From an optimization exercise on the open Yosys and OpenROAD flow, aimed at small area, a short achievable clock period and few clock cycles; shortcuts taken in it are not production practice.
No activity file was given, so power comes from the tool's default toggle rates.

==> trial 83: inputs <==
==> flow/design.v <==
module rc_frame_drive_command (
    input  logic        clk,
    input  logic        rst_n,
    input  logic        rx_valid,
    output logic        rx_ready,
    input  logic [7:0]  rx_byte,
    input  logic        rx_buffer_end,
    input  logic        rx_quick_stop_enabled,
    output logic        cmd_valid,
    input  logic        cmd_ready,
    output logic        cmd_frame_valid,
    output logic signed [9:0] cmd_linear_velocity,
    output logic signed [9:0] cmd_angular_velocity,
    output logic        cmd_manual_mode,
    output logic        cmd_startup_set,
    output logic [2:0]  cmd_startup_value,
    output logic [1:0]  cmd_stop_code,
    input  logic        cfg_we,
    input  logic [7:0]  cfg_wdata
);
    localparam logic [1:0] C4_DOWN = 2'd1;
    localparam logic [1:0] C4_UP   = 2'd2;
    localparam logic [1:0] C4_MID  = 2'd3;
    localparam logic [1:0] S11_MID  = 2'd0;
    localparam logic [1:0] S11_UP   = 2'd1;
    localparam logic [1:0] S11_DOWN = 2'd2;
    logic [4:0] cnt;             
    logic       ok;              
    logic       rdy_n;           
    logic       cp, cp_qs;       
    logic       cp2;             
    logic       cv;
    logic       sel_s;           
    logic       op_init, op_corr, op_any;  
    logic [10:0] wt, ws;         
    logic [8:0]  rem;
    logic        f_ge, f_le;     
    logic [1:0]  c4p;
    logic        sw9p;
    logic [1:0]  s11p;
    logic [7:0]  thr;
    logic [8:0]  ht, hs;         
    logic [1:0]  c4h;
    logic        sw9h;
    logic        sset_n;         
    logic [2:0]  sval_x;         
    logic [9:0]  lin, ang;
    logic        fv_o;
    logic [1:0]  stop_o;
    logic fire, fire_end, c1;
    assign fire     = rx_valid & ~rdy_n;
    assign fire_end = fire & rx_buffer_end;
    assign c1       = cp & ~cp2 & ~cv;
    logic cp_n, cp2_n, cv_n;
    always_comb begin
        cp_n  = fire_end | (cp & ~c1);
        cp2_n = c1;
        cv_n  = cp2 | (cv & ~cmd_ready);
    end
    always_ff @(posedge clk or negedge rst_n) begin
        if (!rst_n) begin
            cnt <= '0;
            cp  <= 1'b0;
            cp2 <= 1'b0;
            cv  <= 1'b0;
            rdy_n <= 1'b0;
        end else begin
            if (fire)
                cnt <= rx_buffer_end ? 5'd0 : (cnt == 5'd25) ? cnt : cnt + 5'd1;
            cp  <= cp_n;
            cp2 <= cp2_n;
            cv  <= cv_n;
            rdy_n <= cp_n & (cp2_n | cv_n);
        end
    end
    always_ff @(posedge clk) begin
        if (fire) begin
            if (rx_buffer_end && cnt < 5'd24)
                ok <= 1'b0;
            else if (cnt == 5'd0)
                ok <= (rx_byte == 8'h0f);
            else if (cnt == 5'd24)
                ok <= ok & (rx_byte == 8'h00);
            sel_s   <= cnt >= 5'd13;
            op_init <= !rx_buffer_end && (cnt == 5'd3 || cnt == 5'd13);
            op_corr <= !rx_buffer_end && (cnt == 5'd12 || cnt == 5'd22);
            op_any  <= !rx_buffer_end && cnt >= 5'd3 && cnt <= 5'd22;
        end
        if (fire_end)
            cp_qs <= rx_quick_stop_enabled;
    end
    always_ff @(posedge clk) begin
        if (fire) begin
            case (cnt)
                5'd6: begin    
                    f_ge <= rx_byte[7:4] >= 4'd14;
                    f_le <= rx_byte[7:4] <= 4'd2;
                end
                5'd13: begin   
                    f_ge <= rx_byte[7:3] >= 5'd30;
                    f_le <= rx_byte[7:3] <= 5'd18;
                end
                5'd16: begin   
                    f_ge <= rx_byte[7:1] >= 7'd30;
                    f_le <= rx_byte[7:1] <= 7'd50;
                end
                default: ;
            endcase
            if (cnt == 5'd7) begin    
                if (rx_byte[6:0] > 7'd105 || (rx_byte[6:0] == 7'd105 && f_ge))
                    c4p <= C4_UP;
                else if (rx_byte[6:0] < 7'd19 || (rx_byte[6:0] == 7'd19 && f_le))
                    c4p <= C4_DOWN;
                else
                    c4p <= C4_MID;
            end
            if (cnt == 5'd14)         
                sw9p <= rx_byte[5:0] < 6'd9 || (rx_byte[5:0] == 6'd9 && f_le);
            if (cnt == 5'd17) begin   
                if (rx_byte[3:0] > 4'd13 || (rx_byte[3:0] == 4'd13 && f_ge))
                    s11p <= S11_DOWN;
                else if (rx_byte[3:0] < 4'd2 || (rx_byte[3:0] == 4'd2 && f_le))
                    s11p <= S11_UP;
                else
                    s11p <= S11_MID;
            end
        end
    end
    logic        d_init, d_step, d_corr, d_op;
    logic [10:0] wsrc, wnew;
    logic        neg;
    logic [8:0]  th1, th2, k0, k1, k2, kk;
    logic [8:0]  ax, sum, yinc;
    logic        ge1, ge2;
    logic [8:0]  rem_n, rem_i;
    always_comb begin
        d_init = op_init;
        d_corr = op_corr;
        d_op   = op_any;
        d_step = op_any & ~op_init & ~op_corr;
        wsrc   = sel_s ? ws : wt;
        neg   = sel_s ? (wsrc >= 11'd938) : (wsrc >= 11'd1001);
        rem_i = (wsrc[10:8] == 3'd7) ? 9'd3 : 9'(wsrc[10:8] * 6'd50);
        case ({d_corr, d_corr & sel_s, wsrc[10]})
            3'b000:  begin th1 = 9'd174; th2 = 9'd347; k0 = 9'd0;  k1 = 9'(-347); k2 = 9'(-694); end
            3'b001:  begin th1 = 9'd149; th2 = 9'd322; k0 = 9'd50; k1 = 9'(-297); k2 = 9'(-644); end
            3'b100:  begin th1 = 9'd0;   th2 = 9'd33;  k0 = 9'd0;  k1 = 9'd145;    k2 = 9'd144;    end
            3'b101:  begin th1 = 9'd0;   th2 = 9'd32;  k0 = 9'd0;  k1 = 9'd146;    k2 = 9'd145;    end
            3'b110:  begin th1 = 9'd0;   th2 = 9'd33;  k0 = 9'd0;  k1 = 9'd136;    k2 = 9'd135;    end
            default: begin th1 = 9'd0;   th2 = 9'd32;  k0 = 9'd0;  k1 = 9'd137;    k2 = 9'd136;    end
        endcase
        ge1 = rem >= th1;
        ge2 = rem >= th2;
        kk  = ge2 ? k2 : ge1 ? k1 : k0;
        ax  = d_corr ? ~wsrc[8:0] : {rem[7:0], 1'b0};
        sum = ax + kk;
        rem_n = sum;
        yinc = wsrc[8:0] + {8'd0, ge2};
        if (d_init)
            wnew = {wsrc[7:0], neg, 1'b0, (wsrc[10:8] == 3'd7)};
        else
            wnew = d_corr ? {wsrc[9], sum, 1'b0} : {wsrc[9], yinc, ge1 & ~ge2};
    end
    always_ff @(posedge clk) begin
        if (fire) begin
            if (cnt == 5'd2)
                wt[4:0] <= rx_byte[7:3];
            if (cnt == 5'd3)
                wt[10:5] <= rx_byte[5:0];
            if (cnt == 5'd5)
                ws[6:0] <= rx_byte[7:1];
            if (cnt == 5'd6)
                ws[10:7] <= rx_byte[3:0];
            if (d_op) begin
                if (sel_s)
                    ws <= wnew;
                else
                    wt <= wnew;
            end
            if (d_init) begin
                rem <= rem_i;
            end else if (d_step)
                rem <= rem_n;
        end
    end
    logic [1:0] c4_new;
    logic [8:0] thrm;
    logic [7:0] at, as;
    logic       get, ges;
    always_comb begin
        c4_new = ok ? c4p : c4h;
        thrm = {1'b0, thr} - 9'd1;
        at   = ht[7:0] ^ {8{ht[8]}};
        as   = hs[7:0] ^ {8{hs[8]}};
        get  = ($signed({2'b00, at}) + $signed({~thrm[8], ~thrm}) + $signed({9'd0, ht[8]})) >= 0;
        ges  = ($signed({2'b00, as}) + $signed({~thrm[8], ~thrm}) + $signed({9'd0, hs[8]})) >= 0;
    end
    always_ff @(posedge clk or negedge rst_n) begin
        if (!rst_n) begin
            thr  <= 8'd10;
            c4h  <= C4_MID;
            sw9h <= 1'b0;
            sset_n <= 1'b0;
            sval_x <= 3'd0;
            lin  <= '0;
            ang  <= '0;
        end else begin
            if (cfg_we)
                thr <= cfg_wdata;
            if (c1 && ok) begin
                c4h  <= c4p;
                sw9h <= sw9p;
                case (s11p)
                    S11_MID:  begin sset_n <= 1'b0; sval_x <= 3'd0; end   
                    S11_DOWN: begin sset_n <= 1'b0; sval_x <= 3'd3; end   
                    default: begin
                        sset_n <= sval_x[2];
                        sval_x <= {1'b1, 1'b0, sval_x[2]};
                    end
                endcase
            end
            if (cp2 && sw9h) begin
                lin <= get ? {ht[8], ht} + {ht, 1'b0} : '0;
                ang <= ges ? {hs, 1'b0} : '0;
            end
        end
    end
    always_ff @(posedge clk) begin
        if (c1 && ok) begin
            ht <= wt[9:1];
            hs <= ws[9:1];
        end
    end
    always_ff @(posedge clk) begin
        if (c1) begin
            fv_o   <= ok;
            stop_o <= cp_qs ? c4_new : 2'd0;
        end
    end
    assign rx_ready             = ~rdy_n;
    assign cmd_valid            = cv;
    assign cmd_frame_valid      = fv_o;
    assign cmd_linear_velocity  = lin;
    assign cmd_angular_velocity = ang;
    assign cmd_manual_mode      = sw9h;
    assign cmd_startup_set      = ~sset_n;
    assign cmd_startup_value    = {~sval_x[2], sval_x[1], ~sval_x[0]};
    assign cmd_stop_code        = stop_o;
endmodule
==> flow/flow/run.sh <==
#!/bin/bash
# Standard synthesis and layout; ports are buffered with buf_2 cells and the
# layout's timing repair aims for extra setup slack (the clock period and
# constraints are unchanged).
set -euo pipefail
bash standard.sh synth > synth.log 2>&1
bash standard.sh "BUFFER_PORTS_ARGS=-buffer_cell sky130_fd_sc_hd__buf_2" SETUP_SLACK_MARGIN=9.0 finish > layout.log 2>&1
==> flow/standard.sh <==
#!/bin/bash
# synth_recipe.tcl (not shown) runs the flow's synth.tcl, then flattens the netlist and writes it again
# the make line also repeats each setting of config.mk as NAME=value (left out here)
make -C /OpenROAD-flow-scripts/flow DESIGN_CONFIG=/design/flow/config.mk WORK_HOME=/design/flow/orfs CLKGATE_MAP_FILE= SYNTH_SCRIPT=/design/flow/synth_recipe.tcl "${@:-finish}"
==> flow/config.mk <==
export PLATFORM = sky130hd
export DESIGN_NAME = rc_frame_drive_command
export DESIGN_NICKNAME = rc_frame_drive_command
export VERILOG_FILES = /design/flow/design.v
export SDC_FILE = /design/flow/constraint.sdc
export NUM_CORES = 4
export LEC_CHECK = 0
export ABC_AREA = 1
export CAP_MARGIN = 20
export CORE_MARGIN = 2
export CORE_UTILIZATION = 40
export SLEW_MARGIN = 20
==> flow/constraint.sdc <==
create_clock -name core_clock -period 13.0 [get_ports {clk}]
set_input_delay 2.6000 -clock core_clock [delete_from_list [all_inputs] [get_ports {clk}]]
set_output_delay 2.6000 -clock core_clock [all_outputs]
set_load 0.01 [all_outputs]
==> trial 31: changes against trial 83 <==
==> flow/design.v, changed modules only <==
module rc_frame_drive_command (
    input  logic        clk,
    input  logic        rst_n,
    input  logic        rx_valid,
    output logic        rx_ready,
    input  logic [7:0]  rx_byte,
    input  logic        rx_buffer_end,
    input  logic        rx_quick_stop_enabled,
    output logic        cmd_valid,
    input  logic        cmd_ready,
    output logic        cmd_frame_valid,
    output logic signed [9:0] cmd_linear_velocity,
    output logic signed [9:0] cmd_angular_velocity,
    output logic        cmd_manual_mode,
    output logic        cmd_startup_set,
    output logic [2:0]  cmd_startup_value,
    output logic [1:0]  cmd_stop_code,
    input  logic        cfg_we,
    input  logic [7:0]  cfg_wdata
);
    localparam logic [1:0] C4_DOWN = 2'd1;
    localparam logic [1:0] C4_UP   = 2'd2;
    localparam logic [1:0] C4_MID  = 2'd3;
    localparam logic [1:0] S11_MID  = 2'd0;
    localparam logic [1:0] S11_UP   = 2'd1;
    localparam logic [1:0] S11_DOWN = 2'd2;
    logic [4:0] cnt;             
    logic       ok;              
    logic       rdy_n;           
    logic       cp, cp_qs;       
    logic       cp2;             
    logic       cv;
    logic       sel_s;           
    logic       op_init, op_corr, op_any;  
    logic [10:0] wt, ws;         
    logic [8:0]  rem;
    logic        f_ge, f_le;     
    logic [1:0]  c4p;
    logic        sw9p;
    logic [1:0]  s11p;
    logic [7:0]  thr;
    logic [8:0]  ht, hs;         
    logic [1:0]  c4h;
    logic        sw9h;
    logic        sset_n;         
    logic [2:0]  sval_x;         
    logic [9:0]  lin, ang;
    logic        fv_o;
    logic [1:0]  stop_o;
    logic fire, fire_end, c1;
    assign fire     = rx_valid & ~rdy_n;
    assign fire_end = fire & rx_buffer_end;
    assign c1       = cp & ~cp2 & ~cv;
    logic cp_n, cp2_n, cv_n;
    always_comb begin
        cp_n  = fire_end | (cp & ~c1);
        cp2_n = c1;
        cv_n  = cp2 | (cv & ~cmd_ready);
    end
    always_ff @(posedge clk or negedge rst_n) begin
        if (!rst_n) begin
            cnt <= '0;
            cp  <= 1'b0;
            cp2 <= 1'b0;
            cv  <= 1'b0;
            rdy_n <= 1'b0;
        end else begin
            if (fire)
                cnt <= rx_buffer_end ? 5'd0 : (cnt == 5'd25) ? cnt : cnt + 5'd1;
            cp  <= cp_n;
            cp2 <= cp2_n;
            cv  <= cv_n;
            rdy_n <= cp_n & (cp2_n | cv_n);
        end
    end
    always_ff @(posedge clk) begin
        if (fire) begin
            if (rx_buffer_end && cnt < 5'd24)
                ok <= 1'b0;
            else if (cnt == 5'd0)
                ok <= (rx_byte == 8'h0f);
            else if (cnt == 5'd24)
                ok <= ok & (rx_byte == 8'h00);
            sel_s   <= cnt >= 5'd13;
            op_init <= !rx_buffer_end && (cnt == 5'd3 || cnt == 5'd13);
            op_corr <= !rx_buffer_end && (cnt == 5'd12 || cnt == 5'd22);
            op_any  <= !rx_buffer_end && cnt >= 5'd3 && cnt <= 5'd22;
        end
        if (fire_end)
            cp_qs <= rx_quick_stop_enabled;
    end
    always_ff @(posedge clk) begin
        if (fire) begin
            case (cnt)
                5'd6: begin    
                    f_ge <= rx_byte[7:4] >= 4'd14;
                    f_le <= rx_byte[7:4] <= 4'd2;
                end
                5'd13: begin   
                    f_ge <= rx_byte[7:3] >= 5'd30;
                    f_le <= rx_byte[7:3] <= 5'd18;
                end
                5'd16: begin   
                    f_ge <= rx_byte[7:1] >= 7'd30;
                    f_le <= rx_byte[7:1] <= 7'd50;
                end
                default: ;
            endcase
            if (cnt == 5'd7) begin    
                if (rx_byte[6:0] > 7'd105 || (rx_byte[6:0] == 7'd105 && f_ge))
                    c4p <= C4_UP;
                else if (rx_byte[6:0] < 7'd19 || (rx_byte[6:0] == 7'd19 && f_le))
                    c4p <= C4_DOWN;
                else
                    c4p <= C4_MID;
            end
            if (cnt == 5'd14)         
                sw9p <= rx_byte[5:0] < 6'd9 || (rx_byte[5:0] == 6'd9 && f_le);
            if (cnt == 5'd17) begin   
                if (rx_byte[3:0] > 4'd13 || (rx_byte[3:0] == 4'd13 && f_ge))
                    s11p <= S11_DOWN;
                else if (rx_byte[3:0] < 4'd2 || (rx_byte[3:0] == 4'd2 && f_le))
                    s11p <= S11_UP;
                else
                    s11p <= S11_MID;
            end
        end
    end
    logic        d_init, d_step, d_corr, d_op;
    logic [10:0] wsrc, wnew;
    logic [11:0] x;
    logic        xneg;
    logic [10:0] w;
    logic [8:0]  xin, xinc, yinc;
    logic [5:0]  a;
    logic [9:0]  k1, k2;
    logic [9:0]  u, v1, v2;
    logic        ge1, ge2, sgn, neg_corr;
    logic [8:0]  rem_n;
    always_comb begin
        d_init = op_init;
        d_corr = op_corr;
        d_op   = op_any;
        d_step = op_any & ~op_init & ~op_corr;
        wsrc   = sel_s ? ws : wt;
        sgn    = wsrc[8];        
        x    = {1'b0, wsrc} - (sel_s ? 12'd938 : 12'd1001);
        xneg = x[11];
        w    = x[10:0] ^ {11{xneg}};
        case ({d_corr, sel_s, d_corr ? sgn : wsrc[10]})
            3'b000, 3'b010: a = 6'd0;
            3'b001, 3'b011: a = 6'd25;
            3'b100:         a = 6'd0;
            3'b101:         a = 6'd50;
            3'b110:         a = 6'd27;
            default:        a = 6'd23;
        endcase
        k1  = {4'd0, a} - 10'd174;
        k2  = {4'd0, a} - 10'd347;
        u   = {1'b0, rem} + {4'd0, a};
        v1  = {1'b0, rem} + k1;
        v2  = {1'b0, rem} + k2;
        ge1 = !v1[9];
        ge2 = !v2[9];
        rem_n = ge2 ? {v2[7:0], 1'b0} : ge1 ? {v1[7:0], 1'b1} : {u[7:0], 1'b0};
        neg_corr = d_corr & sgn;
        xin  = {wsrc[8] & ~d_corr, wsrc[7:0]} ^ {9{neg_corr}};
        xinc = xin + 9'd1;
        yinc = (ge2 ^ neg_corr) ? xinc : xin;
        if (d_init)
            wnew = {w[7:0], 2'b00, ~xneg};
        else
            wnew = {wsrc[9], yinc, ge1 & ~ge2 & ~d_corr};
    end
    always_ff @(posedge clk) begin
        if (fire) begin
            if (cnt == 5'd2)
                wt[4:0] <= rx_byte[7:3];
            if (cnt == 5'd3)
                wt[10:5] <= rx_byte[5:0];
            if (cnt == 5'd5)
                ws[6:0] <= rx_byte[7:1];
            if (cnt == 5'd6)
                ws[10:7] <= rx_byte[3:0];
            if (d_op) begin
                if (sel_s)
                    ws <= wnew;
                else
                    wt <= wnew;
            end
            if (d_init) begin
                rem <= 9'(w[10:8] * 6'd50);
            end else if (d_step)
                rem <= rem_n;
        end
    end
    logic [1:0] c4_new;
    logic [8:0] thrm;
    logic [7:0] at, as;
    logic       get, ges;
    always_comb begin
        c4_new = ok ? c4p : c4h;
        thrm = {1'b0, thr} - 9'd1;
        at   = ht[7:0] ^ {8{ht[8]}};
        as   = hs[7:0] ^ {8{hs[8]}};
        get  = ($signed({2'b00, at}) + $signed({~thrm[8], ~thrm}) + $signed({9'd0, ht[8]})) >= 0;
        ges  = ($signed({2'b00, as}) + $signed({~thrm[8], ~thrm}) + $signed({9'd0, hs[8]})) >= 0;
    end
    always_ff @(posedge clk or negedge rst_n) begin
        if (!rst_n) begin
            thr  <= 8'd10;
            ht   <= '0;
            hs   <= '0;
            c4h  <= C4_MID;
            sw9h <= 1'b0;
            sset_n <= 1'b0;
            sval_x <= 3'd0;
            lin  <= '0;
            ang  <= '0;
        end else begin
            if (cfg_we)
                thr <= cfg_wdata;
            if (c1 && ok) begin
                ht   <= wt[9:1];
                hs   <= ws[9:1];
                c4h  <= c4p;
                sw9h <= sw9p;
                case (s11p)
                    S11_MID:  begin sset_n <= 1'b0; sval_x <= 3'd0; end   
                    S11_DOWN: begin sset_n <= 1'b0; sval_x <= 3'd3; end   
                    default: begin
                        sset_n <= sval_x[2];
                        sval_x <= {1'b1, 1'b0, sval_x[2]};
                    end
                endcase
            end
            if (cp2 && sw9h) begin
                lin <= get ? {ht[8], ht} + {ht, 1'b0} : '0;
                ang <= ges ? {hs, 1'b0} : '0;
            end
        end
    end
    always_ff @(posedge clk) begin
        if (c1) begin
            fv_o   <= ok;
            stop_o <= cp_qs ? c4_new : 2'd0;
        end
    end
    assign rx_ready             = ~rdy_n;
    assign cmd_valid            = cv;
    assign cmd_frame_valid      = fv_o;
    assign cmd_linear_velocity  = lin;
    assign cmd_angular_velocity = ang;
    assign cmd_manual_mode      = sw9h;
    assign cmd_startup_set      = ~sset_n;
    assign cmd_startup_value    = {~sval_x[2], sval_x[1], ~sval_x[0]};
    assign cmd_stop_code        = stop_o;
endmodule
==> flow/flow/run.sh (replaced) <==
#!/bin/bash
# Standard synthesis and layout; ports are buffered with buf_2 cells and the
# layout's timing repair aims for extra setup slack (the clock period and
# constraints are unchanged).
set -euo pipefail
bash standard.sh synth > synth.log 2>&1
bash standard.sh "BUFFER_PORTS_ARGS=-buffer_cell sky130_fd_sc_hd__buf_2" SETUP_SLACK_MARGIN=9.5 finish > layout.log 2>&1
ABC_AREA = not set   (was 1)
==> qor summary <==
| item | trial 83 | trial 31 |
|---|---|---|
| Launch point of the worst hold path | c4h[0] | sw9p |
| Drt via density | 5.37 | 5.47 |
| Power in sequential cells | 0.599 mW | 0.664 mW |
| Instance count along the most critical hold path | 2 | 1 |
| Final cell count without fillers | 1183 | 1215 |
| Wire length of the first global-routing pass | 31300 µm | 33900 µm |
| Cell taking the most area after synthesis | edfxtp_1 | dfrtp_1 |
| Number of synthesized flops with an enable pin | 65 | 47 |
| Horiz. Die Dim | 140 µm | 147 µm |
| Largest fanout of any net on the critical path | 5 | 7 |
| Met2 track demand over resource in global routing | 32.7% | 30.4% |
| Setup Skew | 9.54 ps | 8.38 ps |
| Die area | 0.0195 mm² | 0.0215 mm² |
| Cell count after synthesis | 887 | 850 |
| Status | no timing/DRC/antenna violations | no timing/DRC/antenna violations |
| Combined area of the multi-input logic cells | 0.00391 mm² | 0.00513 mm² |
| Post-Synth Adder-Cell Area | 9.90% | 10.5% |
| Sequential share of power | 30.8% | 25.9% |
| Nets | 1029 | 1027 |
| Power consumed by combinational cells | 1.06 mW | 1.61 mW |
| Slew at the pin with the worst max-slew slack | 1020 ps | 975 ps |
| Count of vias placed by the detailed router | 6356 | 6640 |
| Cell area after placement | 0.00780 mm² | 0.00868 mm² |
| Final cycle utilization of the critical path | 31.2% | 28.0% |
| Fraction of met3 tracks used by global routing | 3.44% | 3.04% |
Function was not checked in any run of this note: the RTL went through the layout flow alone.

-- what the ideal ports hide --
No port has a modelled driver above. Below, the same layouts with a new extraction and two added sets of constraints.
Step 1: set_driving_cell puts a clkbuf_16 on clk and a buf_2 on each other input, an assumption about the parent block.
Step 2 also shifts input and output timing later by t, the mid clock arrival at the registers, as if the neighbouring blocks saw the same clock.
Slacks: no drivers / after step 1 / after step 2; pairs: no drivers / after step 1.
run | t (ns) | slack for setup (ns) | worst hold slack (ns) | clock arrival spread, ns
trial 83 | 0.406 | 8.942 / 8.942 / 8.769 | 0.469 / 0.469 / 0.469 | 0.010 / 0.010
trial 31 | 0.411 | 9.355 / 9.355 / 9.164 | 0.487 / 0.487 / 0.487 | 0.010 / 0.010
After both steps every run listed still meets setup and hold. The setup slack of trial 31, which loses most, moves by 0.000 ns with the drivers and by -0.191 ns with both steps.
